What follows belongs to an exercise in optimizing a design on an open flow for small area and a short achievable clock period; a production flow would make more cautious choices.
The clock input has no modelled driver; a real chip could not lean on it and would need a root buffer or a full tree.
No activity file was given, so power comes from the tool's default toggle rates.

== old ==
==> module pio_ram_emu_responder, before the edit <==
module pio_ram_emu_responder (
  input  logic       clk,
  input  logic       rst_n,
  input  logic [1:0] rx_pins,
  output logic [1:0] tx_pins,
  output logic       busy,
  output logic       protocol_err
);
  logic        st_rd_q, st_wr_q;   
  logic [3:0]  cnt_q;              
  logic [7:0]  addr_q;             
  logic [15:0] data_q;             
  logic [1:0]  tx_q;
  logic        busy_q, err_q;
  logic [15:0] ring [0:15][0:15];   
  logic [3:0]  t_q;                 
  logic        pv_q;                
  logic [15:0] pdn_q;               
  logic [3:0]  pa_q;                
  logic [15:0] pring_q;             
  logic [3:0]  dpos_q;              
  logic        clq_q;               
  logic        cq_q;                
  logic        cport_q;             
  logic [1:0]  clr_q, set_q;        
  logic [15:0] rsel_q;              
  logic [3:0]  psel_q;              
  logic [63:0] sel_q;               
  logic [15:0] x_q;                 
  logic        capd_q;              
  logic        hitd_q;              
  wire in_frame = st_rd_q | st_wr_q;
  wire idle     = ~in_frame;
  logic [15:0] port_val;
  always_comb begin
    port_val = '0;
    for (int r = 0; r < 16; r++)
      for (int p = 0; p < 4; p++)
        port_val = port_val | ({16{sel_q[4*r+p]}} & ring[r][4*p]);
  end
  wire [3:0] rd_lo   = (cnt_q == 4'd3) ? {addr_q[1:0], rx_pins} : addr_q[3:0];
  wire       aligned = (rd_lo[1:0] + t_q[1:0]) == 2'b00;
  wire       cap     = st_rd_q & (cnt_q >= 4'd3) & (cnt_q <= 4'd6) & aligned;
  wire       hit     = pv_q & |(pring_q & rsel_q) & (pa_q == rd_lo);
  wire [15:0] w_val  = hitd_q ? ~pdn_q : x_q;
  wire [15:0] src    = capd_q ? w_val : data_q;
  wire wr_end = st_wr_q & (cnt_q == 4'd11);
  always_ff @(posedge clk) begin
    t_q <= t_q + 4'd1;
    for (int r = 0; r < 16; r++)
      for (int p = 0; p < 16; p++) begin
        if (p == 15 || p == 7)
          ring[r][p] <= ~(ring[r][p-1] | {16{clr_q[p == 7] & pring_q[r]}});
        else if (p == 0 || p == 8)
          ring[r][p] <= ~((pdn_q & {16{set_q[p == 8] & pring_q[r]}}) | ring[r][(p + 15) % 16]);
        else
          ring[r][p] <= ring[r][p-1];
      end
  end
  always_ff @(posedge clk) begin
    dpos_q  <= dpos_q + 4'd1;
    clq_q   <= pv_q & ~clq_q & ~cq_q & (dpos_q[2:0] == 3'd5);
    cq_q    <= clq_q;
    if (!clq_q) cport_q <= ~dpos_q[3] ^ (dpos_q[2:0] == 3'd7);
    if (cq_q) pv_q <= 1'b0;
    clr_q <= '0;
    set_q <= '0;
    if (pv_q & ~clq_q & ~cq_q & (dpos_q[2:0] == 3'd5))
      clr_q[~dpos_q[3] ^ (dpos_q[2:0] == 3'd7)] <= 1'b1;
    if (clq_q) set_q[cport_q] <= 1'b1;
    if (wr_end && rst_n) begin
      logic [3:0] d;
      d = addr_q[3:0] + t_q + 4'd1;
      pv_q    <= 1'b1;
      pdn_q   <= ~{data_q[13:0], rx_pins};
      pa_q    <= addr_q[3:0];
      for (int r = 0; r < 16; r++) pring_q[r] <= (addr_q[7:4] == 4'(r));
      dpos_q  <= d;
      clq_q   <= (d[2:0] == 3'd6);
      cq_q    <= 1'b0;
      cport_q <= ~d[3];
      clr_q   <= '0;
      set_q   <= '0;
      if (d[2:0] == 3'd6) clr_q[~d[3]] <= 1'b1;
    end
  end
  always_ff @(posedge clk) begin
    if (in_frame && cnt_q <= 4'd3) addr_q <= {addr_q[5:0], rx_pins};
    if (st_rd_q) begin
      if (cnt_q <= 4'd6) data_q <= src;
      else               data_q <= {src[13:0], 2'b00};
    end else begin
      data_q <= {data_q[13:0], rx_pins};
    end
    x_q    <= port_val;
    capd_q <= cap;
    hitd_q <= hit;
    if (cnt_q == 4'd1) begin
      for (int r = 0; r < 16; r++) rsel_q[r] <= ({addr_q[1:0], rx_pins} == 4'(r));
    end
    begin
      logic [1:0] pn;
      logic [3:0] pnext;
      pn = rx_pins + t_q[3:2] + 2'd1;
      if (cnt_q == 4'd2)          for (int p = 0; p < 4; p++) pnext[p] = (pn == 2'(p));
      else if (t_q[1:0] == 2'd0)  pnext = {psel_q[2:0], psel_q[3]};
      else                        pnext = psel_q;
      psel_q <= pnext;
      for (int r = 0; r < 16; r++)
        for (int p = 0; p < 4; p++) sel_q[4*r+p] <= rsel_q[r] & pnext[p];
    end
  end
  always_ff @(posedge clk) begin
    if (!rst_n) begin
      st_rd_q <= 1'b0;
      st_wr_q <= 1'b0;
      cnt_q   <= '0;
      tx_q    <= 2'b00;
      busy_q  <= 1'b0;
      err_q   <= 1'b0;
    end else begin
      tx_q <= 2'b00;
      if (idle) begin
        cnt_q   <= '0;
        st_rd_q <= (rx_pins == 2'b01);
        st_wr_q <= (rx_pins == 2'b10);
        busy_q  <= (rx_pins == 2'b01) | (rx_pins == 2'b10);
        if (rx_pins == 2'b11) err_q <= 1'b1;
      end else begin
        cnt_q <= cnt_q + 4'd1;
        if (wr_end) begin
          st_wr_q <= 1'b0;
          busy_q  <= 1'b0;
        end
        if (st_rd_q) begin
          if (cnt_q >= 4'd4 && rx_pins != 2'b00) err_q <= 1'b1;
          if (cnt_q == 4'd6) tx_q <= 2'b01;
          if (cnt_q >= 4'd7 && cnt_q <= 4'd14) tx_q <= src[15:14];
          if (cnt_q == 4'd15) begin
            st_rd_q <= 1'b0;
            busy_q  <= 1'b0;
          end
        end
      end
    end
  end
  assign tx_pins      = tx_q;
  assign busy         = busy_q;
  assign protocol_err = err_q;
endmodule
==> flow/config.mk <==
export PLATFORM = sky130hd
export DESIGN_NAME = pio_ram_emu_responder
export DESIGN_NICKNAME = pio_ram_emu_responder
export VERILOG_FILES = /design/flow/design.v
export SDC_FILE = /design/flow/constraint.sdc
export NUM_CORES = 4
export LEC_CHECK = 0
export CAP_MARGIN = 20
export CORE_MARGIN = 2
export CORE_UTILIZATION = 65
export SETUP_SLACK_MARGIN = 2.0
export SLEW_MARGIN = 20
==> flow/constraint.sdc <==
create_clock -name core_clock -period 4.0 [get_ports {clk}]
set_input_delay 0.8000 -clock core_clock [delete_from_list [all_inputs] [get_ports {clk}]]
set_output_delay 0.8000 -clock core_clock [all_outputs]
set_load 0.01 [all_outputs]
standard.sh (not shown) runs the stock make flow with config.mk's settings and CLKGATE_MAP_FILE= SYNTH_SCRIPT=/design/flow/synth_recipe.tcl, a recipe that flattens the netlist after the stock synthesis.
==> flow/flow/run.sh <==
#!/bin/bash
# ORFS's standard layout, with its clock tree built by flow/mytree.tcl instead of TritonCTS.
set -euo pipefail
here=$(pwd)
export PRE_CTS_TCL="$here/flow/pre_cts.tcl"
bash standard.sh > "$here/standard_flow.log" 2>&1
Other scripts of this flow, unchanged in this note and not shown: flow/flow/mytree.tcl, flow/flow/pre_cts.tcl
The inputs of new differ from those of old as listed below.
--- a/flow/design.v
+++ b/flow/design.v
@@ -17,12 +17,12 @@
   logic        pv_q;                
   logic [15:0] pdn_q;               
   logic [3:0]  pa_q;                
-  logic [15:0] pring_q;             
+  logic [3:0]  pring_q;             
   logic [3:0]  dpos_q;              
   logic        clq_q;               
   logic        cq_q;                
   logic        cport_q;             
-  logic [1:0]  clr_q, set_q;        
+  logic [31:0] wclr_q, wset_q;      
   logic [15:0] rsel_q;              
   logic [3:0]  psel_q;              
   logic [63:0] sel_q;               
@@ -41,7 +41,7 @@
   wire [3:0] rd_lo   = (cnt_q == 4'd3) ? {addr_q[1:0], rx_pins} : addr_q[3:0];
   wire       aligned = (rd_lo[1:0] + t_q[1:0]) == 2'b00;
   wire       cap     = st_rd_q & (cnt_q >= 4'd3) & (cnt_q <= 4'd6) & aligned;
-  wire       hit     = pv_q & |(pring_q & rsel_q) & (pa_q == rd_lo);
+  wire       hit     = pv_q & rsel_q[pring_q] & (pa_q == rd_lo);
   wire [15:0] w_val  = hitd_q ? ~pdn_q : x_q;
   wire [15:0] src    = capd_q ? w_val : data_q;
   wire wr_end = st_wr_q & (cnt_q == 4'd11);
@@ -50,9 +50,9 @@
     for (int r = 0; r < 16; r++)
       for (int p = 0; p < 16; p++) begin
         if (p == 15 || p == 7)
-          ring[r][p] <= ~(ring[r][p-1] | {16{clr_q[p == 7] & pring_q[r]}});
+          ring[r][p] <= ~(ring[r][p-1] | {16{wclr_q[2*r + (p == 7)]}});
         else if (p == 0 || p == 8)
-          ring[r][p] <= ~((pdn_q & {16{set_q[p == 8] & pring_q[r]}}) | ring[r][(p + 15) % 16]);
+          ring[r][p] <= ~((pdn_q & {16{wset_q[2*r + (p == 8)]}}) | ring[r][(p + 15) % 16]);
         else
           ring[r][p] <= ring[r][p-1];
       end
@@ -63,25 +63,22 @@
     cq_q    <= clq_q;
     if (!clq_q) cport_q <= ~dpos_q[3] ^ (dpos_q[2:0] == 3'd7);
     if (cq_q) pv_q <= 1'b0;
-    clr_q <= '0;
-    set_q <= '0;
-    if (pv_q & ~clq_q & ~cq_q & (dpos_q[2:0] == 3'd5))
-      clr_q[~dpos_q[3] ^ (dpos_q[2:0] == 3'd7)] <= 1'b1;
-    if (clq_q) set_q[cport_q] <= 1'b1;
+    wset_q <= wclr_q;
+    for (int i = 0; i < 32; i++)
+      wclr_q[i] <= pv_q & ~clq_q & ~cq_q & (dpos_q[2:0] == 3'd5) & ({pring_q, ~dpos_q[3]} == 5'(i));
     if (wr_end && rst_n) begin
       logic [3:0] d;
       d = addr_q[3:0] + t_q + 4'd1;
       pv_q    <= 1'b1;
       pdn_q   <= ~{data_q[13:0], rx_pins};
       pa_q    <= addr_q[3:0];
-      for (int r = 0; r < 16; r++) pring_q[r] <= (addr_q[7:4] == 4'(r));
+      pring_q <= addr_q[7:4];
       dpos_q  <= d;
       clq_q   <= (d[2:0] == 3'd6);
       cq_q    <= 1'b0;
       cport_q <= ~d[3];
-      clr_q   <= '0;
-      set_q   <= '0;
-      if (d[2:0] == 3'd6) clr_q[~d[3]] <= 1'b1;
+      for (int i = 0; i < 32; i++)
+        wclr_q[i] <= (d[2:0] == 3'd6) & ({addr_q[7:4], ~d[3]} == 5'(i));
     end
   end
   always_ff @(posedge clk) begin
## What came out
Clock power: old vs new, no meaningful difference. Against old, new reports a die width that is higher. Diff new..old | tapcell count | unchanged. Per the comparison of new with old, biggest fanout along the worst timing path lower, utilization roughly the same, area of all placed cells without fillers higher. In terms of fraction of the mapped netlist area in compound gates, new and old differ only marginally. Time the final worst path needs with I/O delays and setup in new is 0.12 ns lower than in old. In terms of number of standard cells in the final layout excluding fillers, new and old differ only marginally. [compare] base=old new=new: cell count after synthesis saw little to no change, power consumption climbed about 0.6%. The critical path capture point comes out wclr_q[21]$_DFF_P_ in one run and ring[199][2]$_DFF_P_ in the other, namely in new and old respectively.
Function was not checked in any run of this note: the RTL went through the layout flow alone. No run of this note takes its clock network from TritonCTS; it comes from the design's own scripts or RTL.

## port drivers added, routing unchanged
In the flow no input, the clock included, has a driving cell. The finished layouts below were timed again as built, in two steps. Step 1 assumes that a clkbuf_16 drives the clock port and a buf_2 every other input. Step 2, shift: input delay + t, output delay - t, t = (earliest + latest rising clock arrival at the registers) / 2. This alone moves slack from input paths to output paths. Slacks: no drivers / after step 1 / after step 2; pairs: no drivers / after step 1.
run | t (ns) | setup slack, ns | latest minus earliest clock arrival (ns) | worst slew at a driven data input, ns | cell pins on the clock port's net
old | 0.815 | 1.823 / 1.819 / 1.549 | 0.040 / 0.041 | 0.03 | 4
new | 0.796 | 1.945 / 1.851 / 1.386 | 0.032 / 0.031 | 0.03 | 4
After both steps setup and hold are still met in every run listed. The setup slack of new, which loses most, moves by -0.094 ns with the drivers and by -0.559 ns with both steps.
